Background: an optimization exercise with open tools, aiming at small area, a short achievable clock period and few clock cycles. Do not read the settings as production practice.
Only simulation tests tie the RTL to the original design; equivalence was not proved.
No activity file was given, so power comes from the tool's default toggle rates.

<file path="flow/design.v">
package sgd_pkg;
    localparam int NUM_BANKS     = 2;    
    localparam int BITS_PER_BANK = 8;    
    localparam int X_WIDTH       = 32;
    localparam int A_WORD_W      = NUM_BANKS * BITS_PER_BANK;
    localparam int X_WORD_W      = BITS_PER_BANK * X_WIDTH;
    localparam int CFG_W         = 32;
    localparam int DOT_W         = 32;
    localparam int X_ADDR_W      = 6;
    localparam int BIT_IDX_W     = 5;
    localparam int EPOCH_W       = 10;
    localparam int GROUP_W       = CFG_W - 1;   
    localparam int CREDIT_W      = 8;
    localparam int FRAC_BITS     = 4;
    localparam int ACC_WIDTH     = X_WIDTH + FRAC_BITS;
    localparam int STAGES        = 3;
endpackage
import sgd_pkg::*;
module word_reg (
    input  logic                              clk,
    input  logic                              accept,
    input  logic [sgd_pkg::BITS_PER_BANK-1:0] d,
    output logic [sgd_pkg::BITS_PER_BANK-1:0] q
);
    always_ff @(posedge clk)
        q <= accept ? d : '0;
endmodule
import sgd_pkg::*;
module dot_control (
    input  logic                          clk,
    input  logic                          rst_n,
    input  logic                          started,
    input  logic [sgd_pkg::CFG_W-1:0]     number_of_epochs,
    input  logic [sgd_pkg::CFG_W-1:0]     number_of_samples,
    input  logic [sgd_pkg::CFG_W-1:0]     dimension,
    input  logic [sgd_pkg::CFG_W-1:0]     number_of_bits,
    input  logic [sgd_pkg::CREDIT_W-1:0]  x_wr_credit_counter,
    input  logic                          wr_en,
    output logic                          almost_full,
    output logic                          accept,
    output logic [sgd_pkg::X_ADDR_W-1:0]  x_rd_addr,
    output logic [sgd_pkg::BIT_IDX_W-1:0] word_bit,     
    output logic                          word_first,   
    output logic                          word_last     
);
    logic                  running;
    logic                  busy;        
    logic [BIT_IDX_W-1:0]  bit_idx;
    logic [X_ADDR_W-1:0]   chunk_idx;
    logic [GROUP_W-1:0]    group_left;  
    logic [EPOCH_W-1:0]    epoch_left;  
    logic [CREDIT_W-1:0]   credit_idx;  
    logic [BIT_IDX_W-1:0]  bits_last;
    logic [X_ADDR_W-1:0]   chunks_last;
    logic [8:0]            dim_m1;
    logic                  last_bit;
    logic                  last_chunk;
    logic                  last_group;
    logic                  last_epoch;
    logic [BIT_IDX_W-1:0]  bit_inc;
    logic [X_ADDR_W-1:0]   chunk_inc;
    logic                  end_group;
    logic                  end_job;
    logic                  empty_job;
    logic [CREDIT_W-1:0]   credit_next;
    assign dim_m1    = dimension[8:0] - 1'b1;
    assign empty_job = (number_of_epochs[EPOCH_W-1:0] == '0) || (number_of_samples == '0);
    assign bit_inc   = bit_idx + 1'b1;
    assign chunk_inc = chunk_idx + 1'b1;
    assign accept    = wr_en && !almost_full;
    assign end_group = accept && last_bit && last_chunk;
    assign end_job   = end_group && last_group && last_epoch;
    assign credit_next = end_group ? credit_idx + 1'b1 : credit_idx;
    assign x_rd_addr  = chunk_idx;   
    assign word_bit   = bit_idx;
    assign word_first = (bit_idx == '0) && (chunk_idx == '0);
    assign word_last  = last_bit && last_chunk;
    always_ff @(posedge clk)
    begin
        if (!rst_n)
        begin
            busy        <= 1'b0;
            running     <= 1'b0;
            almost_full <= 1'b1;
            bit_idx     <= '0;
            chunk_idx   <= '0;
            group_left  <= '0;
            epoch_left  <= '0;
            credit_idx  <= '0;
        end
        else
        begin
            if (!busy)
            begin
                if (started)
                begin
                    busy        <= 1'b1;
                    bits_last   <= number_of_bits[BIT_IDX_W-1:0] - 1'b1;   
                    chunks_last <= dim_m1[8:3];
                    group_left  <= number_of_samples[CFG_W-1:1];
                    epoch_left  <= number_of_epochs[EPOCH_W-1:0];
                    last_bit    <= (number_of_bits[BIT_IDX_W-1:0] == BIT_IDX_W'(1));
                    last_chunk  <= (dim_m1[8:3] == '0);
                    last_group  <= (number_of_samples[CFG_W-1:1] == GROUP_W'(1));
                    last_epoch  <= (number_of_epochs[EPOCH_W-1:0] == EPOCH_W'(1));
                    running     <= !empty_job;
                    almost_full <= empty_job || (x_wr_credit_counter == '0);
                end
            end
            else
            begin
                almost_full <= !running || end_job || (x_wr_credit_counter == credit_next);
                if (end_job)
                    running <= 1'b0;
            end
            credit_idx <= credit_next;
            if (accept)
            begin
                bit_idx  <= last_bit ? '0 : bit_inc;
                last_bit <= last_bit ? (bits_last == '0) : (bit_inc == bits_last);
                if (last_bit)
                begin
                    chunk_idx  <= last_chunk ? '0 : chunk_inc;
                    last_chunk <= last_chunk ? (chunks_last == '0) : (chunk_inc == chunks_last);
                    if (last_chunk)
                    begin
                        group_left <= last_group ? number_of_samples[CFG_W-1:1] : group_left - 1'b1;
                        last_group <= last_group ? (number_of_samples[CFG_W-1:1] == GROUP_W'(1))
                                                 : (group_left == GROUP_W'(2));
                        if (last_group)
                        begin
                            epoch_left <= epoch_left - 1'b1;
                            last_epoch <= (epoch_left == EPOCH_W'(2));
                        end
                    end
                end
            end
        end
    end
endmodule
module full_adder (
    input  logic a,
    input  logic b,
    input  logic c,
    output logic s,
    output logic co
);
    assign s  = a ^ b ^ c;
    assign co = (a & b) | (a & c) | (b & c);
endmodule
module ks_adder #(
    parameter int N   = 32,
    parameter bit CIN = 1'b0
) (
    input  logic [N-1:0] a,
    input  logic [N-1:0] b,
    output logic [N-1:0] sum
);
    function automatic int levels_for(input int n);
        levels_for = 0;
        while ((1 << levels_for) < n)
            levels_for = levels_for + 1;
    endfunction
    localparam int L = levels_for(N);
    function automatic int last_level(input int l, input int i);
        last_level = 0;
        while (last_level < l && i >= (1 << last_level))
            last_level = last_level + 1;
    endfunction
    logic [N-1:0] g [L+1];
    logic [N-1:0] p [L+1];
    logic [N-1:0] p0;
    assign p0   = a ^ b;
    assign p[0] = p0;
    assign g[0] = CIN ? {a[N-1:1] & b[N-1:1], a[0] | b[0]} : (a & b);
    for (genvar l = 1; l <= L; l++)
    begin : g_level
        localparam int D = 1 << (l - 1);
        for (genvar i = 0; i < N; i++)
        begin : g_node
            if (i < D)
            begin : g_pass
                assign g[l][i] = g[l-1][i];
                assign p[l][i] = p[l-1][i];
            end
            else
            begin : g_comb
                localparam bit PART_INV = last_level(l - 1, i - D) % 2;
                localparam bit WANT_INV = (l - 1) % 2;
                logic gj;
                if (PART_INV == WANT_INV)
                begin : g_same
                    assign gj = g[l-1][i-D];
                end
                else
                begin : g_flip
                    assign gj = ~g[l-1][i-D];
                end
                if (l % 2 == 1)
                begin : g_odd
                    ks_gen_n u_g (.gi(g[l-1][i]), .pi(p[l-1][i]), .gj(gj), .gn(g[l][i]));
                    if (i >= 2 * D)
                    begin : g_p
                        ks_prop_n u_p (.pi(p[l-1][i]), .pj(p[l-1][i-D]), .pn(p[l][i]));
                    end
                    else
                    begin : g_nop
                        assign p[l][i] = 1'b0;   
                    end
                end
                else
                begin : g_even
                    ks_gen u_g (.gni(g[l-1][i]), .pni(p[l-1][i]), .gnj(gj), .g(g[l][i]));
                    if (i >= 2 * D)
                    begin : g_p
                        ks_prop u_p (.pni(p[l-1][i]), .pnj(p[l-1][i-D]), .p(p[l][i]));
                    end
                    else
                    begin : g_nop
                        assign p[l][i] = 1'b0;
                    end
                end
            end
        end
    end
    assign sum[0] = p0[0] ^ CIN;
    for (genvar i = 1; i < N; i++)
    begin : g_sum
        if (last_level(L, i - 1) % 2 == 1)
        begin : g_inv
            assign sum[i] = ~(p0[i] ^ g[L][i-1]);
        end
        else
        begin : g_true
            assign sum[i] = p0[i] ^ g[L][i-1];
        end
    end
endmodule
module ks_gen_n (
    input  logic gi,
    input  logic pi,
    input  logic gj,
    output logic gn
);
    assign gn = ~(gi | (pi & gj));
endmodule
module ks_prop_n (
    input  logic pi,
    input  logic pj,
    output logic pn
);
    assign pn = ~(pi & pj);
endmodule
module ks_gen (
    input  logic gni,
    input  logic pni,
    input  logic gnj,
    output logic g
);
    assign g = ~(gni & (pni | gnj));
endmodule
module ks_prop (
    input  logic pni,
    input  logic pnj,
    output logic p
);
    assign p = ~(pni | pnj);
endmodule
import sgd_pkg::*;
module bank_accumulator (
    input  logic                              clk,
    input  logic                              accept,     
    input  logic [sgd_pkg::BITS_PER_BANK-1:0] a_data,     
    input  logic [sgd_pkg::X_WORD_W-1:0]      x_data,     
    input  logic [sgd_pkg::BIT_IDX_W-1:0]     bit_d,      
    input  logic                              first_d,    
    output logic [sgd_pkg::DOT_W-1:0]         dot_product
);
    localparam int W = X_WIDTH;
    localparam int SLICES = 4;            
    localparam int SLICE_W = W / SLICES;   
    logic [BITS_PER_BANK-1:0] a_bits [SLICES];
    logic [BIT_IDX_W-1:0]     sum_bit;     
    logic                     term_first;  
    logic [W-1:0] m_n [BITS_PER_BANK];
    logic [W-1:0] s1, k1, s2, k2, s3, k3, s4, k4, s5, k5, u, v;
    logic [W-1:0] s5_q, k5_q, k4_q;
    logic [W-1:0] sum_n;
    logic [W-1:0] sum_n_q;
    logic signed [ACC_WIDTH-1:0] shifted;
    logic signed [ACC_WIDTH-1:0] term_q;
    logic signed [ACC_WIDTH-1:0] acc;
    for (genvar c = 0; c < SLICES; c++)
    begin : g_word
        word_reg u_word (
            .clk    (clk),
            .accept (accept),
            .d      (a_data),
            .q      (a_bits[c])
        );
    end
    always_comb
        for (int j = 0; j < BITS_PER_BANK; j++)
            for (int i = 0; i < W; i++)
                m_n[j][i] = ~(a_bits[i / SLICE_W][j] & x_data[j*W + i]);
    generate
        for (genvar i = 0; i < W - 1; i++)                                     
        begin : g_r1                                                            
            full_adder u_fa (.a(m_n[0][i]), .b(m_n[1][i]), .c(m_n[2][i]), .s(s1[i]), .co(k1[i+1])); 
        end                                                                     
        assign s1[W-1] = m_n[0][W-1] ^ m_n[1][W-1] ^ m_n[2][W-1];
        for (genvar i = 0; i < W - 1; i++)                                     
        begin : g_r2                                                            
            full_adder u_fa (.a(m_n[3][i]), .b(m_n[4][i]), .c(m_n[5][i]), .s(s2[i]), .co(k2[i+1])); 
        end                                                                     
        assign s2[W-1] = m_n[3][W-1] ^ m_n[4][W-1] ^ m_n[5][W-1];
        assign k1[0] = 1'b1;
        assign k2[0] = 1'b1;
        for (genvar i = 1; i < W - 1; i++)                                     
        begin : g_r3                                                            
            full_adder u_fa (.a(s1[i]), .b(k1[i]), .c(s2[i]), .s(s3[i]), .co(k3[i+1])); 
        end                                                                     
        assign s3[W-1] = s1[W-1] ^ k1[W-1] ^ s2[W-1];
        assign s3[0] = ~(s1[0] ^ s2[0]);
        assign k3[1] = s1[0] | s2[0];
        assign k3[0] = 1'b1;
        for (genvar i = 1; i < W - 1; i++)                                     
        begin : g_r4                                                            
            full_adder u_fa (.a(k2[i]), .b(m_n[6][i]), .c(m_n[7][i]), .s(s4[i]), .co(k4[i+1])); 
        end                                                                     
        assign s4[W-1] = k2[W-1] ^ m_n[6][W-1] ^ m_n[7][W-1];
        assign s4[0] = ~(m_n[6][0] ^ m_n[7][0]);
        assign k4[1] = m_n[6][0] | m_n[7][0];
        assign k4[0] = 1'b1;
        for (genvar i = 1; i < W - 1; i++)                                     
        begin : g_r5                                                            
            full_adder u_fa (.a(s3[i]), .b(k3[i]), .c(s4[i]), .s(s5[i]), .co(k5[i+1])); 
        end                                                                     
        assign s5[W-1] = s3[W-1] ^ k3[W-1] ^ s4[W-1];
        assign s5[0] = ~(s3[0] ^ s4[0]);
        assign k5[1] = s3[0] | s4[0];
        assign k5[0] = 1'b1;
    endgenerate
    always_ff @(posedge clk)
    begin
        s5_q <= s5;
        k5_q <= k5;
        k4_q <= k4;
    end
    generate
        for (genvar i = 1; i < W - 1; i++)                                     
        begin : g_r6                                                            
            full_adder u_fa (.a(s5_q[i]), .b(k5_q[i]), .c(k4_q[i]), .s(u[i]), .co(v[i+1])); 
        end                                                                     
        assign u[W-1] = s5_q[W-1] ^ k5_q[W-1] ^ k4_q[W-1];
        assign u[0] = s5_q[0];
        assign v[1] = 1'b1;
        assign v[0] = 1'b1;
    endgenerate
    ks_adder #(.N(W), .CIN(1'b1)) u_sum (.a(u), .b(v), .sum(sum_n));
    always_ff @(posedge clk)
    begin
        sum_n_q <= sum_n;
        sum_bit <= bit_d;
    end
    logic [ACC_WIDTH-1:0] sh [6];
    assign sh[0] = {~sum_n_q[W-1], ~sum_n_q, {(FRAC_BITS-1){1'b0}}};
    for (genvar k = 0; k < BIT_IDX_W; k++)
    begin : g_shift
        for (genvar i = 0; i < ACC_WIDTH; i++)
        begin : g_bit
            if (i + (1 << k) < ACC_WIDTH)
                assign sh[k+1][i] = sum_bit[k] ? sh[k][i + (1 << k)] : sh[k][i];
            else
                assign sh[k+1][i] = sum_bit[k] ? sh[k][ACC_WIDTH-1] : sh[k][i];
        end
    end
    assign shifted = sh[BIT_IDX_W];
    always_ff @(posedge clk)
    begin
        term_q     <= shifted;
        term_first <= first_d;
    end
    logic [ACC_WIDTH-1:0] acc_in;
    logic [ACC_WIDTH-1:0] acc_sum;
    assign acc_in = term_first ? '0 : acc;
    ks_adder #(.N(ACC_WIDTH), .CIN(1'b0)) u_acc (.a(acc_in), .b(term_q), .sum(acc_sum));
    always_ff @(posedge clk)
        acc <= acc_sum;
    assign dot_product = acc[ACC_WIDTH-1 -: DOT_W];   
endmodule
import sgd_pkg::*;
module sgd_dot_product (
    input  logic                             clk,
    input  logic                             rst_n,
    input  logic                             started,
    input  logic [sgd_pkg::CFG_W-1:0]        number_of_epochs,
    input  logic [sgd_pkg::CFG_W-1:0]        number_of_samples,
    input  logic [sgd_pkg::CFG_W-1:0]        dimension,
    input  logic [sgd_pkg::CFG_W-1:0]        number_of_bits,
    input  logic [sgd_pkg::A_WORD_W-1:0]     dispatch_axb_a_data,
    input  logic                             dispatch_axb_a_wr_en,
    output logic                             dispatch_axb_a_almost_full,
    input  logic [sgd_pkg::CREDIT_W-1:0]     x_wr_credit_counter,
    output logic [sgd_pkg::X_ADDR_W-1:0]     x_rd_addr,
    input  logic [sgd_pkg::X_WORD_W-1:0]     x_rd_data,
    output logic [sgd_pkg::NUM_BANKS*sgd_pkg::DOT_W-1:0] dot_product,   
    output logic [sgd_pkg::NUM_BANKS-1:0]    dot_product_valid
);
    logic                  accept;
    logic [BIT_IDX_W-1:0]  word_bit;
    logic                  word_first;
    logic                  word_last;
    logic [BIT_IDX_W-1:0]  bit_q   [2];
    logic                  first_q [3];
    logic                  last_q  [STAGES+1];
    logic                  out_valid;
    dot_control u_ctrl (
        .clk                 (clk),
        .rst_n               (rst_n),
        .started             (started),
        .number_of_epochs    (number_of_epochs),
        .number_of_samples   (number_of_samples),
        .dimension           (dimension),
        .number_of_bits      (number_of_bits),
        .x_wr_credit_counter (x_wr_credit_counter),
        .wr_en               (dispatch_axb_a_wr_en),
        .almost_full         (dispatch_axb_a_almost_full),
        .accept              (accept),
        .x_rd_addr           (x_rd_addr),
        .word_bit            (word_bit),
        .word_first          (word_first),
        .word_last           (word_last)
    );
    always_ff @(posedge clk)
    begin
        bit_q[0] <= word_bit;
        bit_q[1] <= bit_q[0];
        if (!rst_n)
        begin
            for (int i = 0; i < 3; i++)
                first_q[i] <= 1'b0;
            for (int i = 0; i <= STAGES; i++)
                last_q[i] <= 1'b0;
            out_valid <= 1'b0;
        end
        else
        begin
            first_q[0] <= accept && word_first;
            last_q[0]  <= accept && word_last;
            for (int i = 1; i < 3; i++)
                first_q[i] <= first_q[i-1];
            for (int i = 1; i <= STAGES; i++)
                last_q[i] <= last_q[i-1];
            out_valid <= last_q[STAGES];   
        end
    end
    genvar b;
    generate
        for (b = 0; b < NUM_BANKS; b++)
        begin : g_bank
            bank_accumulator u_bank (
                .clk         (clk),
                .accept      (accept),
                .a_data      (dispatch_axb_a_data[b*BITS_PER_BANK +: BITS_PER_BANK]),
                .x_data      (x_rd_data),
                .bit_d       (bit_q[1]),
                .first_d     (first_q[2]),
                .dot_product (dot_product[b*DOT_W +: DOT_W])
            );
            assign dot_product_valid[b] = out_valid;
        end
    endgenerate
endmodule
</file>
<file path="flow/flow/run.sh">
#!/bin/bash
# The standard layout (standard.sh, the standard flow's own ORFS flow), except that
# the port buffers are the plain sky130_fd_sc_hd__buf_1 rather than the
# buffer_ports default (a delay buffer); every port still gets one.
set -euo pipefail
echo 'export BUFFER_PORTS_ARGS = -buffer_cell sky130_fd_sc_hd__buf_1' >> config.mk
export BUFFER_PORTS_ARGS="-buffer_cell sky130_fd_sc_hd__buf_1"
cp standard.sh standard_sh.txt
bash standard.sh > standard.log 2>&1
</file>
<file path="flow/standard.sh">
#!/bin/bash
# synth_recipe.tcl (not shown) runs the flow's synth.tcl, then flattens the netlist and writes it again
# the make line also repeats each setting of config.mk as NAME=value (left out here)
make -C /OpenROAD-flow-scripts/flow DESIGN_CONFIG=/design/flow/config.mk WORK_HOME=/design/flow/orfs CLKGATE_MAP_FILE= SYNTH_SCRIPT=/design/flow/synth_recipe.tcl "${@:-finish}"
</file>
<file path="flow/config.mk">
export PLATFORM = sky130hd
export DESIGN_NAME = sgd_dot_product
export DESIGN_NICKNAME = sgd_dot_product
export VERILOG_FILES = /design/flow/design.v
export SDC_FILE = /design/flow/constraint.sdc
export NUM_CORES = 4
export LEC_CHECK = 0
export CAP_MARGIN = 20
export CORE_MARGIN = 2
export CORE_UTILIZATION = 50
export CTS_BUF_LIST = sky130_fd_sc_hd__clkbuf_8
export CTS_CLUSTER_SIZE = 30
export SETUP_SLACK_MARGIN = 2.6
export SLEW_MARGIN = 20
export SYNTH_HIERARCHICAL = 1
export SYNTH_MINIMUM_KEEP_SIZE = 0
export BUFFER_PORTS_ARGS = -buffer_cell sky130_fd_sc_hd__buf_1
</file>
<file path="flow/constraint.sdc">
create_clock -name core_clock -period 5.0 [get_ports {clk}]
set_input_delay 1.0000 -clock core_clock [delete_from_list [all_inputs] [get_ports {clk}]]
set_output_delay 1.0000 -clock core_clock [all_outputs]
set_load 0.01 [all_outputs]
</file>
==> metrics.md, run 1 <==
| Metric | Value |
|---|---|
| Number of synthesized flops with an enable pin | 15 |
| Yosys top cell area share | 28.2% |
| TritonCTS clock tree | done |
| Peak VDD IR | 0.247 mV |
| Gr usage total | 29.1% |
| Max layer used | met5 |
| Worst-case clock buffer depth | 3 |
| DR vias/cell | 5.63 |
| Setup Crit Path Kind | flip-flop to flip-flop |
| DR WL/cell | 21.5 µm |
| Largest net degree at the start of global routing | 74 |
| Final period utilization | 47.7% |
| Min-delay worst type | flip-flop to flip-flop |
| WL met2 | 55,100 µm |
| Post-route minimum period | 2.39 ns |
| # hold bufs at CTS | 0 |
| Final slew viol count | 0 |
| IO buf count | 412 |
| DRT iter0 DRCs | 2,051 |
| Fraction of layout instances using a drive strength above 1 | 23.7% |
| Post-route ant nets | 0 |
| Number of global-route vias before repair | 31,900 |
| Slowest-stage cell, CP | fa_1 |
| Global-route wire length before repair | 182,000 µm |
| Arr. time, crit path | 2.95 ns |
| Initial Util | 50.6% |
| Cell count after synthesis | 4,084 |
| Most frequent cells after synthesis | 849 x nand2_1, 553 x dfxtp_1, 364 x fa_1 |
| Clock sink count | 568 |
| Layout Nets | 5,365 |
| Worst Path Max Fanout | 8 |
| Remaining Overflow, GRT | 0 |
| Total CTS buffers | 97 |
| H-tree Lvls | 3 |
| Sum of negative setup slack | 0 ns |
| DP HPWL | 96,000 µm |
| DRT Wirelength | 120,000 µm |
| Root buffer cell | clkbuf_8 |
| Worst-margin pin slew | 0.682 ns |
| Ys Warns | 31 |
| WL met1 | 52,300 µm |
| Crit end category | flip-flop |
| Headroom to the max-slew limit | 53.4% |
| WL met3 | 7420 µm |
| Number of fillers in the final layout | 6,930 |
| Dominant cells by area after synthesis | dfxtp_1 28%, fa_1 19%, nand2_1 8.1% |
| Fmax | 0.419 GHz |
| Clock latency (worst-skew pair) | 0.71 ns |
| Die height | 284 µm |
| Status | complete, no violations |
| #FFs+latches synth | 568 |
| GPL Wtd Cong | 0.959 |
| TritonRoute pass-1 iters | 5 |
| Most common cell in the netlist | nand2_1 |
| Routed via count | 31,300 |
| Syn-to-layout area delta | 15.9% |
| Mean area per synthesized cell | 9.60 µm² |
| Prevailing post-synth register cell | dfxtp_1 |
| Setup Skew | 0.0378 ns |
| Final hold violations | 0 |
| Crit-path cells | nand2_1, fa_2, fa_1, fa_2 |
| RSZ-0062 raised after global routing | true |
| DRC viols | 0 |
| Netlist cell types | 70 |
| Power per cell area | 467 nW/µm² |
| # IOs | 485 |
| Post-Syn Area | 39,200 µm² |
| Largest stage delay, worst path | 0.58 ns |
| Placed instance area | 41,700 µm² |
| Startpoint types | flip-flop |
| Cell Rows | 102 |
| Proportion of synthesized chip area in sequential cells | 29.4% |
| Post-synth top area cell | dfxtp_1 |
| Clock transition at path regs | 0.06 ns |
| WP data required | 5.56 ns |
| Die area | 80,600 µm² |
| Ys async rst share | 0% |
| Leakage | 14.4 nW |
| Most Frequent Cell on Critical Path | fa_2 |
| Max-Cap Viols | 0 |
| Core Region | 77,500 µm² |
| Initial antenna violation count | 8 |
| Die X | 284 µm |
| Final setup vio count | 0 |
| Final non-filler cell area | 45,400 µm² |
metrics by stage:
step           util [%]  instances  setup slack [ns]  power [mW]  hold WS, ns
2_1_floorplan         -       4086              2.33        13.6        0.310
3_3_place_gp       53.8       5334              1.75        16.0        0.312
3_5_place_dp       53.8       5334              1.74        16.1        0.312
4_1_cts            57.5       5528              2.47        20.8        0.327
5_1_grt            58.6       5558              2.56        22.6        0.338
6_report           58.6       5561              2.61        21.2        0.326
metal layers:
metal	up-vias	track usage [%]
met5	-	0
met4	6	10.5
met3	261	4.32
met2	1172	47.1
met1	15300	39.6
li1	14600	-
modules after synthesis (local to each module, per instance), excerpt:
module | cell area, µm² | copies in the design
bank_accumulator | 8250 | 2
dot_control | 4780 | 1
full_adder | 20.0 | 364
ks_gen | 5.00 | 230
ks_gen_n | 8.76 | 312
ks_prop | 3.75 | 184
ks_prop_n | 3.75 | 230
sgd_dot_product | 433 | 1
word_reg | 210 | 8
kinds of logic after synthesis:
| kind of cell | share of synthesized area [%] |
|---|---|
| AND/OR/NAND/NOR | 16.1 |
| XOR/XNOR | 4.91 |
| other | 0.0192 |
| flip-flops | 29.4 |
| AO/OA/AOI/OAI | 14.8 |
| multiplexers | 7.27 |
| adder cells (fa/ha/maj) | 23.5 |
| buffers and inverters | 3.96 |
area by class of cell:
type / instances / area (µm²) / area share (%)
Antenna cell: 9 / 22.5 / 0.0496
Tap cell: 1040 / 1300 / 2.87
Clock buffer: 118 / 1620 / 3.58
Inverter: 88 / 360 / 0.793
Multi-Input combinational cell: 3210 / 28000 / 61.7
Timing Repair Buffer: 470 / 2070 / 4.55
Timing Repair inverter: 1 / 8.76 / 0.0193
Sequential cell: 568 / 11600 / 25.6
Clock inverter: 57 / 399 / 0.879
cell usage in the layout (no fill, tap or decap), drive strengths merged, types with 7 or more instances in the layout:
master	instances
a211oi	15
a21oi	380
a22oi	10
a31oi	19
and2	82
and3	14
buf	466
clkbuf	122
clkinv	27
dfxtp	553
diode	9
edfxtp	15
fa	364
ha	153
inv	110
mux2	20
mux2i	76
mux4	80
nand2	849
nand2b	20
nand3	35
nand4	11
nor2	281
nor2b	78
nor3	28
nor4	30
o211ai	21
o21a	11
o21ai	311
o221ai	12
o22ai	18
or3	7
xnor2	122
xor2	82
worst max-delay path, delay by kind of cell (launching register included):
kind / cells / cell delay, ns
and+or+nand+nor: 1 / 0.17
DFF: 1 / 0.57
adders and majority gates: 3 / 1.51
path summary, 6_finish.rpt:
path                                                          start                           endpoint  slack, ns  cells past startpoint
setup / recovery  g_bank[1].u_bank.g_word[2].u_word.q[3]$_SDFF_PN0_  g_bank[1].u_bank.s5_q[23]$_DFF_P_       2.61                      4
setup reg to reg  g_bank[1].u_bank.g_word[2].u_word.q[3]$_SDFF_PN0_  g_bank[1].u_bank.s5_q[23]$_DFF_P_       2.61                      4
hold reg to reg                                 bit_q[0][0]$_DFF_P_                bit_q[1][0]$_DFF_P_       0.33                      0
hold / removal                                  bit_q[0][0]$_DFF_P_                bit_q[1][0]$_DFF_P_       0.33                      0
sequential cells by signal (all words and copies together), names as in the netlist, 5 cells and up:
signal / count
g_bank.u_bank.k5_q: 62
u_ctrl.group_left: 31
u_ctrl.chunk_idx: 6
g_bank.u_bank.sum_n_q: 64
u_ctrl.bits_last: 5
g_bank.u_bank.s5_q: 64
bit_q: 10
u_ctrl.chunks_last: 6
u_ctrl.epoch_left: 10
g_bank.u_bank.term_q: 72
g_bank.u_bank.acc: 72
g_bank.u_bank.g_word.u_word.q: 64
u_ctrl.bit_idx: 5
g_bank.u_bank.sum_bit: 10
g_bank.u_bank.k4_q: 62
u_ctrl.credit_idx: 8
report_power, final:
| part | leakage, nW | internal (mW) | total, mW | switching, mW |
|---|---|---|---|---|
| Clock | 1.15 | 2.40 | 4.35 | 1.95 |
| Combinational | 8.56 | 4.19 | 10.4 | 6.23 |
| Sequential | 4.74 | 5.61 | 6.46 | 0.852 |
timing repair:
action	CTS	global route
pin swaps	21	39
setup endpoints to repair	219	144
hold endpoints to repair	0	0
gates cloned	0	3
gates resized for setup	160	173
setup buffers	19	21
Testbench counts, summed over its fixed seeds: cycles 30,616.
==> run 2: changes to the inputs <==
--- a/flow/config.mk
+++ b/flow/config.mk
@@ -12,2 +12,3 @@
 export CTS_CLUSTER_SIZE = 30
+export PLACE_DENSITY = 0.75
 export SETUP_SLACK_MARGIN = 2.6
==> run 2 against run 1 <==
  * Fmax decreased by 4.7%
  * Critical endpoint is now g_bank[1].u_bank.sum_n_q[31]$_DFF_P_
  * Clock-buffer cell count decreased by 8
  * Still clean
  * Critical path type unchanged
  * Sequential share of layout area decreased by 0.090 points
==> metrics.md, run 2 <==
| Metric | Value |
|---|---|
| Max layer used | met5 |
| Post-route ant nets | 0 (unchanged) |
| Crit end category | flip-flop |
| Total CTS buffers | 98 (+1.0%) |
| WL met2 | 57,900 µm (+5.2%) |
| Post-route minimum period | 2.51 ns (+0.118 ns) |
| Worst-margin pin slew | 0.732 ns (+0.0499 ns) |
| #FFs+latches synth | 568 (unchanged) |
| Layout Nets | 5,370 (+0.093%) |
| Biggest regs | g_bank.u_bank.acc (72), g_bank.u_bank.term_q (72) |
| Cell Rows | 102 (unchanged) |
| Number of global-route vias before repair | 33,000 (+3.5%) |
| Die height | 284 µm (unchanged) |
| Routed via count | 32,100 (+2.6%) |
| Most frequent cells after synthesis | 849 x nand2_1, 553 x dfxtp_1, 364 x fa_1 |
| Initial antenna violation count | 38 (+30) |
| Logic pwr share | 48.5% (-0.6 points) |
| Cell count after synthesis | 4,084 (unchanged) |
| Min-delay worst type | flip-flop to flip-flop |
| Power per cell area | 466 nW/µm² (-0.21%) |
| # IOs | 485 (unchanged) |
| Switching Share | 42.4% (-0.19 points) |
| TritonRoute pass-1 iters | 6 (+1) |
| Die X | 284 µm (unchanged) |
| Reg2reg setup slack | 2.49 ns (-0.12 ns) |
| Net switching power | 9.01 mW (-0.34%) |
| Register Area | 11,600 µm² (about the same) |
| Clock power frac | 21.1% (+0.6 points) |
| Prevailing post-synth register cell | dfxtp_1 |
| Worst Path Max Fanout | 4 (-4) |
| Arr. time, crit path | 3.04 ns (+0.09 ns) |
| Startpoint types | flip-flop |
| FF-to-FF End | g_bank[1].u_bank.sum_n_q[31]$_DFF_P_ |
| Dominant cells by area after synthesis | dfxtp_1 28%, fa_1 19%, nand2_1 8.1% |
| Largest net degree at the start of global routing | 74 (unchanged) |
| Number of fillers in the final layout | 6,622 (-4.4%) |
| Int Pwr | 12.2 mW (+0.44%) |
| Fmax | 0.399 GHz (-4.7%) |
| Final setup vio count | 0 (unchanged) |
| Worst-case clock buffer depth | 3 (unchanged) |
| Final slew viol count | 0 (unchanged) |
| Sum of negative setup slack | 0 ns (unchanged) |
| IO buf count | 412 (unchanged) |
| Peak VDD IR | 0.256 mV (+3.5%) |
| GPL Wtd Cong | 1.00 (+4.6%) |
| Gr usage total | 29.0% (-0.062 points) |
| FF-to-FF Start | g_bank[1].u_bank.s5_q[3]$_DFF_P_ |
| Clock latency (worst-skew pair) | 0.73 ns (+0.02 ns) |
| Ys async rst share | 0% (unchanged) |
| H-tree Lvls | 3 (unchanged) |
| WP data required | 5.54 ns (-0.02 ns) |
| Sequential share of power | 30.4% (about the same) |
| # hold bufs at CTS | 0 (unchanged) |
| Headroom to the max-slew limit | 50.0% (-3.4 points) |
| Root buffer cell | clkbuf_8 |
| Leakage | 14.4 nW (-0.22%) |
| Remaining Overflow, GRT | 0 (unchanged) |
| Clock sink count | 568 (unchanged) |
| WL met3 | 9350 µm (+26%) |
| DRC viols | 0 (unchanged) |
| Final period utilization | 50.1% (+2.4 points) |
| Most common cell in the netlist | nand2_1 |
| Global-route wire length before repair | 183,000 µm (+0.28%) |
| Netlist cell types | 70 (unchanged) |
| Post-Syn Area | 39,200 µm² (unchanged) |
| Multi-input gate area | 28,100 µm² (+0.16%) |
| Ys Warns | 31 (unchanged) |
| Reg2Reg Depth | 8 (+4) |
| WL met1 | 47,100 µm (-9.9%) |
| Total power | 21.3 mW (+0.11%) |
| Die area | 80,600 µm² (unchanged) |
| Worst Hold Depth | 0 (unchanged) |
| Mean area per synthesized cell | 9.60 µm² (unchanged) |
| Hold path endpoint | bit_q[1][3]$_DFF_P_ |
| Status | complete, no violations |
| TritonCTS clock tree | done |
| Post-synth top area cell | dfxtp_1 |
| Clock transition at path regs | 0.06 ns (about the same) |
| Setup Crit Path Kind | flip-flop to flip-flop |
| DR WL/cell | 21.6 µm (+0.55%) |
| DP HPWL | 95,300 µm (-0.69%) |
| DRT Wirelength | 121,000 µm (+0.76%) |
| DRT iter0 DRCs | 2,484 (+21%) |
| RSZ-0062 raised after global routing | true |
| Commonest cells after routing, fill and taps aside | 731 x nand2_1, 497 x dfxtp_1, 411 x buf_1, 285 x a21oi_2, 283 x fa_1 |
| Yosys top cell area share | 28.2% (unchanged) |
| Syn-to-layout area delta | 16.3% |
| Number of synthesized flops with an enable pin | 15 (unchanged) |
| Setup Skew | 0.0513 ns (+0.0135 ns) |
| Hold path startpoint | bit_q[0][3]$_DFF_P_ |
| Initial Util | 50.6% (unchanged) |
| Proportion of synthesized chip area in sequential cells | 29.4% (unchanged) |
| Core Region | 77,500 µm² (unchanged) |
| Fraction of layout instances using a drive strength above 1 | 23.8% (+0.11 points) |
| Max-Cap Viols | 0 (unchanged) |
| Final hold violations | 0 (unchanged) |
| DR vias/cell | 5.77 (+2.4%) |
| Commonest non-fill, non-tap cell in the layout | nand2_1 |
run 2: area by class of cell:
class,count,area share [%]
multi-input combinational,3210,61.6
inverter,88,0.799
tap,1040,2.86
clock buffer,110,3.32
timing repair buffer,474,4.59
clock inverter,61,1.22
sequential,568,25.5
timing repair inverter,1,0.0192
antenna,21,0.115
run 2: cells by family (layout without fill, tap and decap cells):
| family | Yosys count | after routing | share of synthesized area [%] |
|---|---|---|---|
| AND/OR/NAND/NOR | 1459 | 1459 | 16.1 |
| AO/OA/AOI/OAI | 843 | 844 | 14.8 |
| flip-flops | 568 | 568 | 29.4 |
| adder cells (fa/ha/maj) | 517 | 517 | 23.5 |
| buffers and inverters | 309 | 734 | 3.96 |
| XOR/XNOR | 210 | 210 | 4.91 |
| multiplexers | 176 | 176 | 7.27 |
| other | 2 | 25 | 0.0192 |
run 2: per-stage QoR:
| stage | hold slack, ns | instance area, µm² | utilization [%] | worst slack [ns] | cells |
|---|---|---|---|---|---|
| 2_1_floorplan | 0.310 | 39900 | - | 2.33 | 4086 |
| 3_3_place_gp | 0.313 | 41700 | 53.8 | 1.76 | 5334 |
| 3_5_place_dp | 0.312 | 41700 | 53.8 | 1.69 | 5334 |
| 4_1_cts | 0.322 | 44400 | 57.3 | 2.52 | 5526 |
| 5_1_grt | 0.328 | 45600 | 58.8 | 2.45 | 5569 |
| 6_report | 0.320 | 45600 | 58.8 | 2.49 | 5573 |
run 2: critical path: stages (launching register included):
cell and delay (ns):
dfxtp_1 0.32, fa_1 0.55, ha_2 0.34, nand2_1 0.20, nor2_2 0.09, a21oi_4 0.17, o21ai_2 0.08, a21oi_2 0.22
xnor3_2 0.36
run 2: power groups by stage:
stage / Combinational, mW / Sequential (mW) / Clock, mW
floorplan: 7.53 / 6.11 / 0
global placement: 9.35 / 6.51 / 0
detailed placement: 9.42 / 6.54 / 0
CTS: 9.68 / 6.44 / 4.58
global route: 11.2 / 6.57 / 4.78
finish: 10.3 / 6.47 / 4.48
run 2: layer usage:
layer / vias to the layer above / track usage (%)
met1: 15600 / 35.6
met4: 38 / 14.2
met3: 378 / 6.22
li1: 14600 / -
met5: - / 0
met2: 1482 / 48.5
run 2: worst max path at each step:
stage | slack (ns) | depth (start not counted) | start | endpoint
final | 2.49 | 8 | g_bank[1].u_bank.s5_q[3]$_DFF_P_ | g_bank[1].u_bank.sum_n_q[31]$_DFF_P_
after global placement | 1.76 | 7 | dispatch_axb_a_wr_en | u_ctrl.group_left[7]$_SDFF_PN0_
after floorplan | 2.33 | 4 | x_rd_data[85] | g_bank[0].u_bank.s5_q[21]$_DFF_P_
after CTS | 2.52 | 10 | g_bank[1].u_bank.term_first$_DFF_P_ | g_bank[1].u_bank.acc[35]$_DFF_P_
after detailed placement | 1.69 | 6 | dispatch_axb_a_wr_en | u_ctrl.group_left[19]$_SDFF_PN0_
after global routing | 2.45 | 10 | g_bank[1].u_bank.term_first$_DFF_P_ | g_bank[1].u_bank.acc[35]$_DFF_P_
run 2: what timing repair did:
item | CTS | global route
endpoints found under the setup margin | 218 | 116
buffers inserted | 20 | 24
pin swaps | 23 | 49
gates cloned | 1 | 2
resized for setup | 131 | 210
run 2: per-module statistics from Yosys, one instance, submodules excluded, excerpt:
module            copies in the design  flops+latches
ks_gen                             230              0
sgd_dot_product                      1             18
dot_control                          1             78
bank_accumulator                     2            204
ks_prop_n                          230              0
word_reg                             8              8
==> run 3: changes to the inputs <==
--- a/flow/config.mk
+++ b/flow/config.mk
@@ -11,4 +11,2 @@
 export CTS_BUF_LIST = sky130_fd_sc_hd__clkbuf_8
-export CTS_CLUSTER_SIZE = 30
-export PLACE_DENSITY = 0.75
 export SETUP_SLACK_MARGIN = 2.6
==> run 3 against run 2 <==
  * Critical path depth fell by 4
  * Largest power group unchanged
  * Sequential power barely moved
  * Die area is the same
==> metrics.md, run 3 <==
| Metric | Value |
|---|---|
| Worst Path Max Fanout | 8 (+4) |
| Adder-cell share of the synthesized area | 23.5% (unchanged) |
| DRT Wirelength | 120,000 µm (-0.76%) |
| TritonRoute pass-1 iters | 5 (-1) |
| Post-route ant nets | 0 (unchanged) |
| Total CTS buffers | 97 (-1.0%) |
| Post-Syn Area | 39,200 µm² (unchanged) |
| Global-route wire length before repair | 182,000 µm (-0.28%) |
| Biggest regs | g_bank.u_bank.acc (72), g_bank.u_bank.term_q (72) |
| WL met1 | 52,300 µm (+11%) |
| Ys Warns | 31 (unchanged) |
| Leakage | 14.4 nW (+0.22%) |
| Sum of negative setup slack | 0 ns (unchanged) |
| Peak VDD IR | 0.247 mV (-3.4%) |
| Worst-margin pin slew | 0.682 ns (-0.0499 ns) |
| Clock latency (worst-skew pair) | 0.71 ns (-0.02 ns) |
| Commonest non-fill, non-tap cell in the layout | nand2_1 |
| TritonCTS clock tree | done |
| Int Pwr | 12.2 mW (-0.44%) |
| Setup Skew | 0.0378 ns (-0.0135 ns) |
| Number of global-route vias before repair | 31,900 (-3.3%) |
| Crit end category | flip-flop |
| Post-Synth XOR/XNOR Area | 4.91% (unchanged) |
| Min-delay worst type | flip-flop to flip-flop |
| Cell count after synthesis | 4,084 (unchanged) |
| Root buffer cell | clkbuf_8 |
| Gr usage total | 29.1% (+0.062 points) |
| # IOs | 485 (unchanged) |
| Worst hold margin | 0.326 ns (+0.00610 ns) |
| Proportion of synthesized chip area in sequential cells | 29.4% (unchanged) |
| GPL Wtd Cong | 0.959 (-4.4%) |
| Max-Cap Viols | 0 (unchanged) |
| WL met2 | 55,100 µm (-4.9%) |
| Status | complete, no violations |
| Most Frequent Cell on Critical Path | fa_2 |
| DP HPWL | 96,000 µm (+0.70%) |
| Fmax | 0.419 GHz (+5.0%) |
| Die X | 284 µm (unchanged) |
| Most common cell in the netlist | nand2_1 |
| Largest net degree at the start of global routing | 74 (unchanged) |
| Max layer used | met5 |
| DRC viols | 0 (unchanged) |
| Final core area utilization | 58.6% (-0.19 points) |
| Sequential share of power | 30.4% (about the same) |
| Headroom to the max-slew limit | 53.4% (+3.4 points) |
| Syn-to-layout area delta | 15.9% |
| Clock transition at path regs | 0.06 ns (about the same) |
| Final slew viol count | 0 (unchanged) |
| Largest stage delay, worst path | 0.58 ns (+0.03 ns) |
| Layout Nets | 5,365 (-0.093%) |
| Crit-path cells | nand2_1, fa_2, fa_1, fa_2 |
| Final period utilization | 47.7% (-2.4 points) |
| Total power | 21.2 mW (-0.11%) |
| Compound-Gate Fraction of Synth Area | 14.8% (unchanged) |
| Number of synthesized flops with an enable pin | 15 (unchanged) |
| Mean area per synthesized cell | 9.60 µm² (unchanged) |
| Most frequent cells after synthesis | 849 x nand2_1, 553 x dfxtp_1, 364 x fa_1 |
| Die height | 284 µm (unchanged) |
| Yosys top cell area share | 28.2% (unchanged) |
| Dominant cells by area after synthesis | dfxtp_1 28%, fa_1 19%, nand2_1 8.1% |
| Remaining Overflow, GRT | 0 (unchanged) |
| Core Region | 77,500 µm² (unchanged) |
| Arr. time, crit path | 2.95 ns (-0.09 ns) |
| Switching Share | 42.6% (+0.19 points) |
| Worst-case clock buffer depth | 3 (unchanged) |
| WL met3 | 7420 µm (-21%) |
| Power per cell area | 467 nW/µm² (+0.21%) |
| Clock sink count | 568 (unchanged) |
| DR WL/cell | 21.5 µm (-0.54%) |
| Prevailing post-synth register cell | dfxtp_1 |
| Number of fillers in the final layout | 6,930 (+4.7%) |
| Netlist cell types | 70 (unchanged) |
| WP data required | 5.56 ns (+0.02 ns) |
| Initial Util | 50.6% (unchanged) |
| Clock power frac | 20.5% (-0.6 points) |
| Routed via count | 31,300 (-2.6%) |
| Simple-gate portion of the synthesized area | 16.1% (unchanged) |
| H-tree Lvls | 3 (unchanged) |
| Ys async rst share | 0% (unchanged) |
| Slowest-stage cell, CP | fa_1 |
| Initial antenna violation count | 8 (-79%) |
| Setup Crit Path Kind | flip-flop to flip-flop |
| #FFs+latches synth | 568 (unchanged) |
| Multiplexer share of the synthesized area | 7.27% (unchanged) |
| Post-synth top area cell | dfxtp_1 |
| Logic pwr share | 49.1% (+0.6 points) |
| Die area | 80,600 µm² (unchanged) |
| Top delay family on crit path | adder cells |
| Net switching power | 9.04 mW (+0.34%) |
| Largest family of logic cells by synthesized area | adder cells |
| Post-route minimum period | 2.39 ns (-0.118 ns) |
| Cell Rows | 102 (unchanged) |
| DR vias/cell | 5.63 (-2.4%) |
| Fraction of layout instances using a drive strength above 1 | 23.7% (-0.11 points) |
| DRT iter0 DRCs | 2,051 (-17%) |
| Final setup vio count | 0 (unchanged) |
| Startpoint types | flip-flop |
| RSZ-0062 raised after global routing | true |
| CP Buf/Inv Count | 0 (unchanged) |
| IO buf count | 412 (unchanged) |
| Final hold violations | 0 (unchanged) |
| Commonest cells after routing, fill and taps aside | 735 x nand2_1, 496 x dfxtp_1, 406 x buf_1, 287 x a21oi_2, 283 x fa_1 |
==> run 3: cell counts after synthesis <==
No cell type changed its count.
==> run 3: worst paths after layout <==
check / from / depth (start not counted) / endpoint / slack [ns]
max: g_bank[1].u_bank.g_word[2].u_word.q[3]$_SDFF_PN0_ / 4 / g_bank[1].u_bank.s5_q[23]$_DFF_P_ / 2.61
max reg2reg: g_bank[1].u_bank.g_word[2].u_word.q[3]$_SDFF_PN0_ / 4 / g_bank[1].u_bank.s5_q[23]$_DFF_P_ / 2.61
min: bit_q[0][0]$_DFF_P_ / 0 / bit_q[1][0]$_DFF_P_ / 0.33
min reg2reg: bit_q[0][0]$_DFF_P_ / 0 / bit_q[1][0]$_DFF_P_ / 0.33
==> run 3: worst register-to-register path: stages, from the launching register on <==
cell     delay (ns)
dfxtp_1        0.57
nand2_1        0.17
fa_2           0.50
fa_1           0.58
fa_2           0.43
==> run 3: kinds of logic after synthesis <==
group	Yosys count
simple gates	1459
compound gates	843
flops	568
fa+ha+maj	517
buf+inv	309
xor+xnor	210
mux	176
other cells	2
==> run 3: layout make-up <==
class / count / area (µm²) / share of cell area [%]
diodes: 9 / 22.5 / 0.0496
clock buffers: 118 / 1620 / 3.58
clock inverters: 57 / 399 / 0.879
inverters: 88 / 360 / 0.793
multi-input cells: 3210 / 28000 / 61.7
flip-flops and latches: 568 / 11600 / 25.6
well taps: 1040 / 1300 / 2.87
repair buffers: 470 / 2070 / 4.55
repair inverters: 1 / 8.76 / 0.0193
==> run 3: modules after synthesis, one instance, submodules excluded, a selection <==
module / times used / cells inside
bank_accumulator: 2 / 855
ks_gen_n: 312 / 1
ks_prop_n: 230 / 1
word_reg: 8 / 16
dot_control: 1 / 590
full_adder: 364 / 1
ks_prop: 184 / 1
sgd_dot_product: 1 / 28
ks_gen: 230 / 1
==> run 3: power groups by stage <==
stage	combinational, mW	clock [mW]	sequential, mW
finish	10.4	4.35	6.46
global route	11.3	4.65	6.57
CTS	9.88	4.48	6.44
detailed placement	9.55	0	6.54
global placement	9.53	0	6.51
floorplan	7.53	0	6.11
==> run 3: layer usage <==
metal,vias up,GRT usage [%]
met2,1172,47.1
li1,14600,-
met3,261,4.32
met5,-,0
met4,6,10.5
met1,15300,39.6
==> run 3: stage by stage <==
step	area, µm²	setup WS [ns]	std cells
finish	45400	2.61	5561
detailed placement	41700	1.74	5334
CTS	44600	2.47	5528
global placement	41700	1.75	5334
floorplan	39900	2.33	4086
global route	45400	2.56	5558
==> run 3: timing repair <==
action                     in CTS  in global routing
setup endpoints to repair     219                144
hold endpoints to repair        0                  0
pin swaps                      21                 39
hold buffers                    0                  0
gates resized for setup       160                173
buffers inserted               19                 21
gates cloned                    0                  3
==> run 4: changes to the inputs <==
--- a/flow/config.mk
+++ b/flow/config.mk
@@ -7,3 +7,3 @@
 export LEC_CHECK = 0
-export CAP_MARGIN = 20
+export CAP_MARGIN = 0
 export CORE_MARGIN = 2
@@ -11,4 +11,5 @@
 export CTS_BUF_LIST = sky130_fd_sc_hd__clkbuf_8
+export CTS_CLUSTER_SIZE = 30
 export SETUP_SLACK_MARGIN = 2.6
-export SLEW_MARGIN = 20
+export SLEW_MARGIN = 0
 export SYNTH_HIERARCHICAL = 1
==> run 4 against run 3 <==
  * Power stayed put
  * Sequential power is essentially flat
  * Design area unchanged
  * Clock power barely moved
  * Worst setup slack stayed put
  * Combinational power barely moved
  * Clock skew did not move
  * Die area is the same
  * Sequential cell count stayed put
  * Via count did not move
  * Largest power group unchanged
==> metrics.md, run 4 <==
| Metric | Value |
|---|---|
| Status | complete, no violations |
| CP Buf/Inv Count | 0 (unchanged) |
| Netlist cell types | 70 (unchanged) |
| CP Launch Point | g_bank[1].u_bank.g_word[2].u_word.q[3]$_SDFF_PN0_ |
| Leakage | 14.4 nW (unchanged) |
| CP Depth | 4 (unchanged) |
| Clock transition at path regs | 0.06 ns (about the same) |
| Reg2Reg Depth | 4 (unchanged) |
| Post-synth top area cell | dfxtp_1 |
| Layout Nets | 5,365 (unchanged) |
| Proportion of synthesized chip area in sequential cells | 29.4% (unchanged) |
| Commonest cells after routing, fill and taps aside | 735 x nand2_1, 496 x dfxtp_1, 406 x buf_1, 287 x a21oi_2, 283 x fa_1 |
| Post-route ant nets | 0 (unchanged) |
| Number of global-route vias before repair | 31,900 (unchanged) |
| Final slew viol count | 0 (unchanged) |
| Most frequent cells after synthesis | 849 x nand2_1, 553 x dfxtp_1, 364 x fa_1 |
| DR vias/cell | 5.63 (unchanged) |
| FF-to-FF End | g_bank[1].u_bank.s5_q[23]$_DFF_P_ |
| Yosys top cell area share | 28.2% (unchanged) |
| Cell Rows | 102 (unchanged) |
| GPL Wtd Cong | 0.959 (unchanged) |
| Reg2reg setup slack | 2.61 ns (about the same) |
| Total CTS buffers | 97 (unchanged) |
| DRC viols | 0 (unchanged) |
| Startpoint types | flip-flop |
| Fmax | 0.419 GHz (unchanged) |
| Post-route minimum period | 2.39 ns (unchanged) |
| Cell Count, Final, Fillers Out | 5,561 (unchanged) |
| Final period utilization | 47.7% (unchanged) |
| Ys async rst share | 0% (unchanged) |
| Gr usage total | 29.1% (unchanged) |
| Post-Syn Area | 39,200 µm² (unchanged) |
| Power per cell area | 467 nW/µm² (unchanged) |
| Initial antenna violation count | 8 (unchanged) |
| H-tree Lvls | 3 (unchanged) |
| Crit-path cells | nand2_1, fa_2, fa_1, fa_2 |
| Remaining Overflow, GRT | 0 (unchanged) |
| Global-route wire length before repair | 182,000 µm (unchanged) |
| # IOs | 485 (unchanged) |
| DRT iter0 DRCs | 2,051 (unchanged) |
| WP data required | 5.56 ns (about the same) |
| Root buffer cell | clkbuf_8 |
| Dominant cells by area after synthesis | dfxtp_1 28%, fa_1 19%, nand2_1 8.1% |
| Top delay family on crit path | adder cells |
| FF-to-FF Start | g_bank[1].u_bank.g_word[2].u_word.q[3]$_SDFF_PN0_ |
| Sum of negative setup slack | 0 ns (unchanged) |
| Prevailing post-synth register cell | dfxtp_1 |
| Critical Path End | g_bank[1].u_bank.s5_q[23]$_DFF_P_ |
| # hold bufs at CTS | 0 (unchanged) |
| Core Region | 77,500 µm² (unchanged) |
| Headroom to the max-slew limit | 53.4% (unchanged) |
| Most common cell in the netlist | nand2_1 |
| Mean area per synthesized cell | 9.60 µm² (unchanged) |
| Initial Util | 50.6% (unchanged) |
| DR WL/cell | 21.5 µm (unchanged) |
| Syn-to-layout area delta | 15.9% (unchanged) |
| Arr. time, crit path | 2.95 ns (about the same) |
| Total power | 21.2 mW (unchanged) |
| Max-Cap Viols | 0 (unchanged) |
| Number of synthesized flops with an enable pin | 15 (unchanged) |
| Crit end category | flip-flop |
| RSZ-0062 raised after global routing | true |
| TritonRoute pass-1 iters | 5 (unchanged) |
| Routed via count | 31,300 (unchanged) |
| Ys Warns | 31 (unchanged) |
| Die height | 284 µm (unchanged) |
| #FFs+latches synth | 568 (unchanged) |
| Worst Path Max Fanout | 8 (unchanged) |
| Die X | 284 µm (unchanged) |
| Dpl cells | 5,334 (unchanged) |
| Final hold violations | 0 (unchanged) |
| Min-delay worst type | flip-flop to flip-flop |
| Final setup vio count | 0 (unchanged) |
| Most Frequent Cell on Critical Path | fa_2 |
| Setup Skew | 0.0378 ns (unchanged) |
| Dpl ws | 1.74 ns (unchanged) |
| Cell count after synthesis | 4,084 (unchanged) |
| Fraction of layout instances using a drive strength above 1 | 23.7% (unchanged) |
| Worst-margin pin slew | 0.682 ns (unchanged) |
| TritonCTS clock tree | done |
| Largest stage delay, worst path | 0.58 ns (about the same) |
| Slowest-stage cell, CP | fa_1 |
| Final worst slack | 2.61 ns (unchanged) |
| DRT Wirelength | 120,000 µm (unchanged) |
| Worst-case clock buffer depth | 3 (unchanged) |
| Commonest non-fill, non-tap cell in the layout | nand2_1 |
| Clock latency (worst-skew pair) | 0.71 ns (about the same) |
| Biggest regs | g_bank.u_bank.acc (72), g_bank.u_bank.term_q (72) |
| Setup Crit Path Kind | flip-flop to flip-flop |
| Die area | 80,600 µm² (unchanged) |
| DP HPWL | 96,000 µm (unchanged) |
| IO buf count | 412 (unchanged) |
| Peak VDD IR | 0.247 mV (unchanged) |
| Clock sink count | 568 (unchanged) |
| Largest net degree at the start of global routing | 74 (unchanged) |
-- run 4: cell counts after synthesis --
Identical to the previous run, type by type.
-- run 4: modules after synthesis (local to each module, per instance), excerpt --
module	times used	area (µm²)	flip-flops and latches	cells
word_reg	8	210	8	16
ks_prop	184	3.75	0	1
dot_control	1	4780	78	590
ks_gen	230	5.00	0	1
bank_accumulator	2	8250	204	855
sgd_dot_product	1	433	18	28
full_adder	364	20.0	0	1
-- run 4: cell families after synthesis --
| family | Yosys count | synth area share [%] |
|---|---|---|
| AO/OA/AOI/OAI | 843 | 14.8 |
| buffers and inverters | 309 | 3.96 |
| multiplexers | 176 | 7.27 |
| XOR/XNOR | 210 | 4.91 |
| flip-flops | 568 | 29.4 |
| other | 2 | 0.0192 |
| AND/OR/NAND/NOR | 1459 | 16.1 |
| adder cells (fa/ha/maj) | 517 | 23.5 |
-- run 4: per-layer routing --
layer  track usage [%]  wire, µm
met1              39.6     52300
met2              47.1     55100
met3              4.32      7420
met5                 0        35
met4              10.5      4890
-- run 4: metrics by stage --
step                      hold slack [ns]  utilization [%]  area [µm²]
after floorplan                     0.310                -       39900
after global routing                0.338             58.6       45400
final                               0.326             58.6       45400
after detailed placement            0.312             53.8       41700
after CTS                           0.327             57.5       44600
after global placement              0.312             53.8       41700
-- run 4: how the worst min path moves through the flow --
stage,startpoint,endpoint,cells after the start
finish,bit_q[0][0]$_DFF_P_,bit_q[1][0]$_DFF_P_,0
global route,bit_q[0][0]$_DFF_P_,bit_q[1][0]$_DFF_P_,0
CTS,bit_q[0][0]$_DFF_P_,bit_q[1][0]$_DFF_P_,0
detailed placement,bit_q[0][0]$_DFF_P_,bit_q[1][0]$_DFF_P_,0
global placement,bit_q[0][0]$_DFF_P_,bit_q[1][0]$_DFF_P_,0
floorplan,bit_q[0][0]$_DFF_P_,bit_q[1][0]$_DFF_P_,0
-- run 4: final cells by class --
class                   count  area [µm²]
repair inverters            1        8.76
well taps                1040        1300
clock inverters            57         399
repair buffers            470        2070
fillers                  6930       32000
multi-input cells        3210       28000
flip-flops and latches    568       11600
diodes                      9        22.5
clock buffers             118        1620
inverters                  88         360
-- run 4: where the power goes --
group	switching (mW)	total (mW)	internal [mW]
sequential	0.852	6.46	5.61
combinational	6.23	10.4	4.19
clock	1.95	4.35	2.40
total	9.04	21.2	12.2
-- run 4: timing repair --
item | in CTS | in global routing
resized for setup | 160 | 173
setup endpoints to repair | 219 | 144
pin swaps | 21 | 39
endpoints found under the hold margin | 0 | 0
buffers inserted | 19 | 21
cloned | 0 | 3
==> run 5: changes to the inputs <==
--- a/flow/config.mk
+++ b/flow/config.mk
@@ -7,3 +7,3 @@
 export LEC_CHECK = 0
-export CAP_MARGIN = 0
+export CAP_MARGIN = 10
 export CORE_MARGIN = 2
@@ -13,3 +13,3 @@
 export SETUP_SLACK_MARGIN = 2.6
-export SLEW_MARGIN = 0
+export SLEW_MARGIN = 10
 export SYNTH_HIERARCHICAL = 1
==> run 5 against run 4 <==
  * Clock power hardly changed
  * Die area stayed put
  * Non-clock buffer count stayed put
  * Combinational power is essentially flat
  * Design area stayed put
  * Worst hold slack unchanged
  * Synthesized cell count did not move
  * First-iteration DRC count stayed put
  * Wire length unchanged
  * Clock skew did not move
  * Utilization unchanged
  * Synthesized area is the same
  * Critical endpoint unchanged
==> metrics.md, run 5 <==
| Metric | Value |
|---|---|
| Status | complete, no violations |
| Total CTS buffers | 97 (unchanged) |
| Max-Cap Viols | 0 (unchanged) |
| Commonest non-fill, non-tap cell in the layout | nand2_1 |
| Crit end category | flip-flop |
| RSZ-0062 raised after global routing | true |
| Die height | 284 µm (unchanged) |
| Initial antenna violation count | 8 (unchanged) |
| Post-synth top area cell | dfxtp_1 |
| Biggest regs | g_bank.u_bank.acc (72), g_bank.u_bank.term_q (72) |
| WL met3 | 7420 µm (unchanged) |
| Prevailing post-synth register cell | dfxtp_1 |
| Number of global-route vias before repair | 31,900 (unchanged) |
| Sum of negative setup slack | 0 ns (unchanged) |
| Clock sink count | 568 (unchanged) |
| Layout Nets | 5,365 (unchanged) |
| Leakage | 14.4 nW (unchanged) |
| Clock transition at path regs | 0.06 ns (about the same) |
| Headroom to the max-slew limit | 53.4% (unchanged) |
| WL met1 | 52,300 µm (unchanged) |
| Commonest cells after routing, fill and taps aside | 735 x nand2_1, 496 x dfxtp_1, 406 x buf_1, 287 x a21oi_2, 283 x fa_1 |
| Dpl cells | 5,334 (unchanged) |
| # hold bufs at CTS | 0 (unchanged) |
| # IOs | 485 (unchanged) |
| Initial Util | 50.6% (unchanged) |
| Final period utilization | 47.7% (unchanged) |
| Proportion of synthesized chip area in sequential cells | 29.4% (unchanged) |
| Final hold violations | 0 (unchanged) |
| Setup Skew | 0.0378 ns (unchanged) |
| H-tree Lvls | 3 (unchanged) |
| Most common cell in the netlist | nand2_1 |
| DRT iter0 DRCs | 2,051 (unchanged) |
| Ys async rst share | 0% (unchanged) |
| Setup Crit Path Kind | flip-flop to flip-flop |
| DR WL/cell | 21.5 µm (unchanged) |
| Final slew viol count | 0 (unchanged) |
| DRT Wirelength | 120,000 µm (unchanged) |
| #FFs+latches synth | 568 (unchanged) |
| Routed via count | 31,300 (unchanged) |
| Ys Warns | 31 (unchanged) |
| Fraction of layout instances using a drive strength above 1 | 23.7% (unchanged) |
| Post-route minimum period | 2.39 ns (unchanged) |
| Power per cell area | 467 nW/µm² (unchanged) |
| Cell Count, Final, Fillers Out | 5,561 (unchanged) |
| Mean area per synthesized cell | 9.60 µm² (unchanged) |
| Dominant cells by area after synthesis | dfxtp_1 28%, fa_1 19%, nand2_1 8.1% |
| Arr. time, crit path | 2.95 ns (about the same) |
| Worst-case clock buffer depth | 3 (unchanged) |
| Netlist cell types | 70 (unchanged) |
| Peak VDD IR | 0.247 mV (unchanged) |
| GPL Wtd Cong | 0.959 (unchanged) |
| Worst-margin pin slew | 0.682 ns (unchanged) |
| WL met2 | 55,100 µm (unchanged) |
| Post-Syn Area | 39,200 µm² (unchanged) |
| Largest net degree at the start of global routing | 74 (unchanged) |
| Most frequent cells after synthesis | 849 x nand2_1, 553 x dfxtp_1, 364 x fa_1 |
| WP data required | 5.56 ns (about the same) |
| Root buffer cell | clkbuf_8 |
| DP HPWL | 96,000 µm (unchanged) |
| Number of fillers in the final layout | 6,930 (unchanged) |
| Remaining Overflow, GRT | 0 (unchanged) |
| Worst Path Max Fanout | 8 (unchanged) |
| Clock latency (worst-skew pair) | 0.71 ns (about the same) |
| Gr usage total | 29.1% (unchanged) |
| Post-route ant nets | 0 (unchanged) |
| Multi-input gate area | 28,000 µm² (unchanged) |
| IO buf count | 412 (unchanged) |
| Fmax | 0.419 GHz (unchanged) |
| Min-delay worst type | flip-flop to flip-flop |
| Die X | 284 µm (unchanged) |
| Core Region | 77,500 µm² (unchanged) |
| Cell count after synthesis | 4,084 (unchanged) |
| TritonCTS clock tree | done |
| Global-route wire length before repair | 182,000 µm (unchanged) |
| Max layer used | met5 |
| TritonRoute pass-1 iters | 5 (unchanged) |
| Register Area | 11,600 µm² (unchanged) |
| DR vias/cell | 5.63 (unchanged) |
| Number of synthesized flops with an enable pin | 15 (unchanged) |
| Syn-to-layout area delta | 15.9% (unchanged) |
| Startpoint types | flip-flop |
| Cell Rows | 102 (unchanged) |
| Die area | 80,600 µm² (unchanged) |
| Final setup vio count | 0 (unchanged) |
| Yosys top cell area share | 28.2% (unchanged) |
| DRC viols | 0 (unchanged) |
-- run 5: cell counts after synthesis --
Identical to the previous run, type by type.
-- run 5: kinds of logic (layout without fill, tap and decap cells) --
family | after synthesis | in the layout | synth area share, %
AOI/OAI and AO/OA | 843 | 844 | 14.8
xor gates and xnor gates | 210 | 210 | 4.91
adders and majority gates | 517 | 517 | 23.5
buffers and inverters | 309 | 734 | 3.96
DFF | 568 | 568 | 29.4
muxes | 176 | 176 | 7.27
other | 2 | 13 | 0.0192
and+or+nand+nor | 1459 | 1459 | 16.1
-- run 5: modules after synthesis, one instance, submodules excluded, a selection --
| module | cell area (µm²) | copies in the design |
|---|---|---|
| ks_gen_n | 8.76 | 312 |
| sgd_dot_product | 433 | 1 |
| word_reg | 210 | 8 |
| ks_gen | 5.00 | 230 |
| ks_prop | 3.75 | 184 |
| full_adder | 20.0 | 364 |
| ks_prop_n | 3.75 | 230 |
| bank_accumulator | 8250 | 2 |
| dot_control | 4780 | 1 |
-- run 5: per-stage QoR --
stage          total power [mW]  hold slack (ns)  util [%]  instance area [µm²]  setup slack (ns)
6_report                   21.2            0.326      58.6                45400              2.61
5_1_grt                    22.6            0.338      58.6                45400              2.56
4_1_cts                    20.8            0.327      57.5                44600              2.47
3_5_place_dp               16.1            0.312      53.8                41700              1.74
3_3_place_gp               16.0            0.312      53.8                41700              1.75
2_1_floorplan              13.6            0.310         -                39900              2.33
-- run 5: path summary, 6_finish.rpt --
kind | start | to | slack [ns] | cells after the start
worst max-delay path | g_bank[1].u_bank.g_word[2].u_word.q[3]$_SDFF_PN0_ | g_bank[1].u_bank.s5_q[23]$_DFF_P_ | 2.61 | 4
worst min-delay path | bit_q[0][0]$_DFF_P_ | bit_q[1][0]$_DFF_P_ | 0.33 | 0
worst max register to register | g_bank[1].u_bank.g_word[2].u_word.q[3]$_SDFF_PN0_ | g_bank[1].u_bank.s5_q[23]$_DFF_P_ | 2.61 | 4
worst min register to register | bit_q[0][0]$_DFF_P_ | bit_q[1][0]$_DFF_P_ | 0.33 | 0
-- run 5: final cells by class --
cell class                 instances  share of cell area, %
tap                             1040                   2.87
antenna                            9                 0.0496
sequential                       568                   25.6
clock inverter                    57                  0.879
timing repair buffer             470                   4.55
multi-input combinational       3210                   61.7
clock buffer                     118                   3.58
timing repair inverter             1                 0.0193
inverter                          88                  0.793
-- run 5: worst max-delay path: stages, from the launching register on --
cell	delay, ns
dfxtp_1	0.57
nand2_1	0.17
fa_2	0.50
fa_1	0.58
fa_2	0.43
-- run 5: where the power goes --
group	internal (mW)	leakage [nW]	switching [mW]	total (mW)
Clock	2.40	1.15	1.95	4.35
Combinational	4.19	8.56	6.23	10.4
Sequential	5.61	4.74	0.852	6.46
Total	12.2	14.4	9.04	21.2
-- run 5: timing repair --
action,CTS,global route
endpoints found under the setup margin,219,144
resized for setup,160,173
setup buffers,19,21
gates cloned,0,3
pin swaps,21,39
endpoints found under the hold margin,0,0
-- run 5: layer usage --
| metal | global-route usage [%] | up-vias |
|---|---|---|
| met1 | 39.6 | 15300 |
| met2 | 47.1 | 1172 |
| met5 | 0 | - |
| met3 | 4.32 | 261 |
| li1 | - | 14600 |
| met4 | 10.5 | 6 |

## separate check: timing with driven ports
Ports are ideal in the flow. The routed layouts listed here were re-timed in OpenROAD.
Step 1 assumes that a clkbuf_16 drives the clock port and a buf_2 every other input.
Step 2, shift: input delay + t, output delay - t, t = (earliest + latest rising clock arrival at the registers) / 2. This alone moves slack from input paths to output paths.
Slacks: ideal ports / drivers / drivers and shift; pairs: ideal ports / drivers.
| run | t (ns) | setup WS [ns] | worst data-port slew with drivers (ns) |
|---|---|---|---|
| run 1 | 0.762 | 2.613 / 2.613 / 1.933 | 0.11 |
| run 2 | 0.776 | 2.494 / 2.494 / 1.904 | 0.12 |
| run 3 | 0.762 | 2.613 / 2.613 / 1.933 | 0.11 |
| run 4 | 0.762 | 2.613 / 2.613 / 1.933 | 0.11 |
| run 5 | 0.762 | 2.613 / 2.613 / 1.933 | 0.11 |
After both steps setup and hold are still met in every run listed.
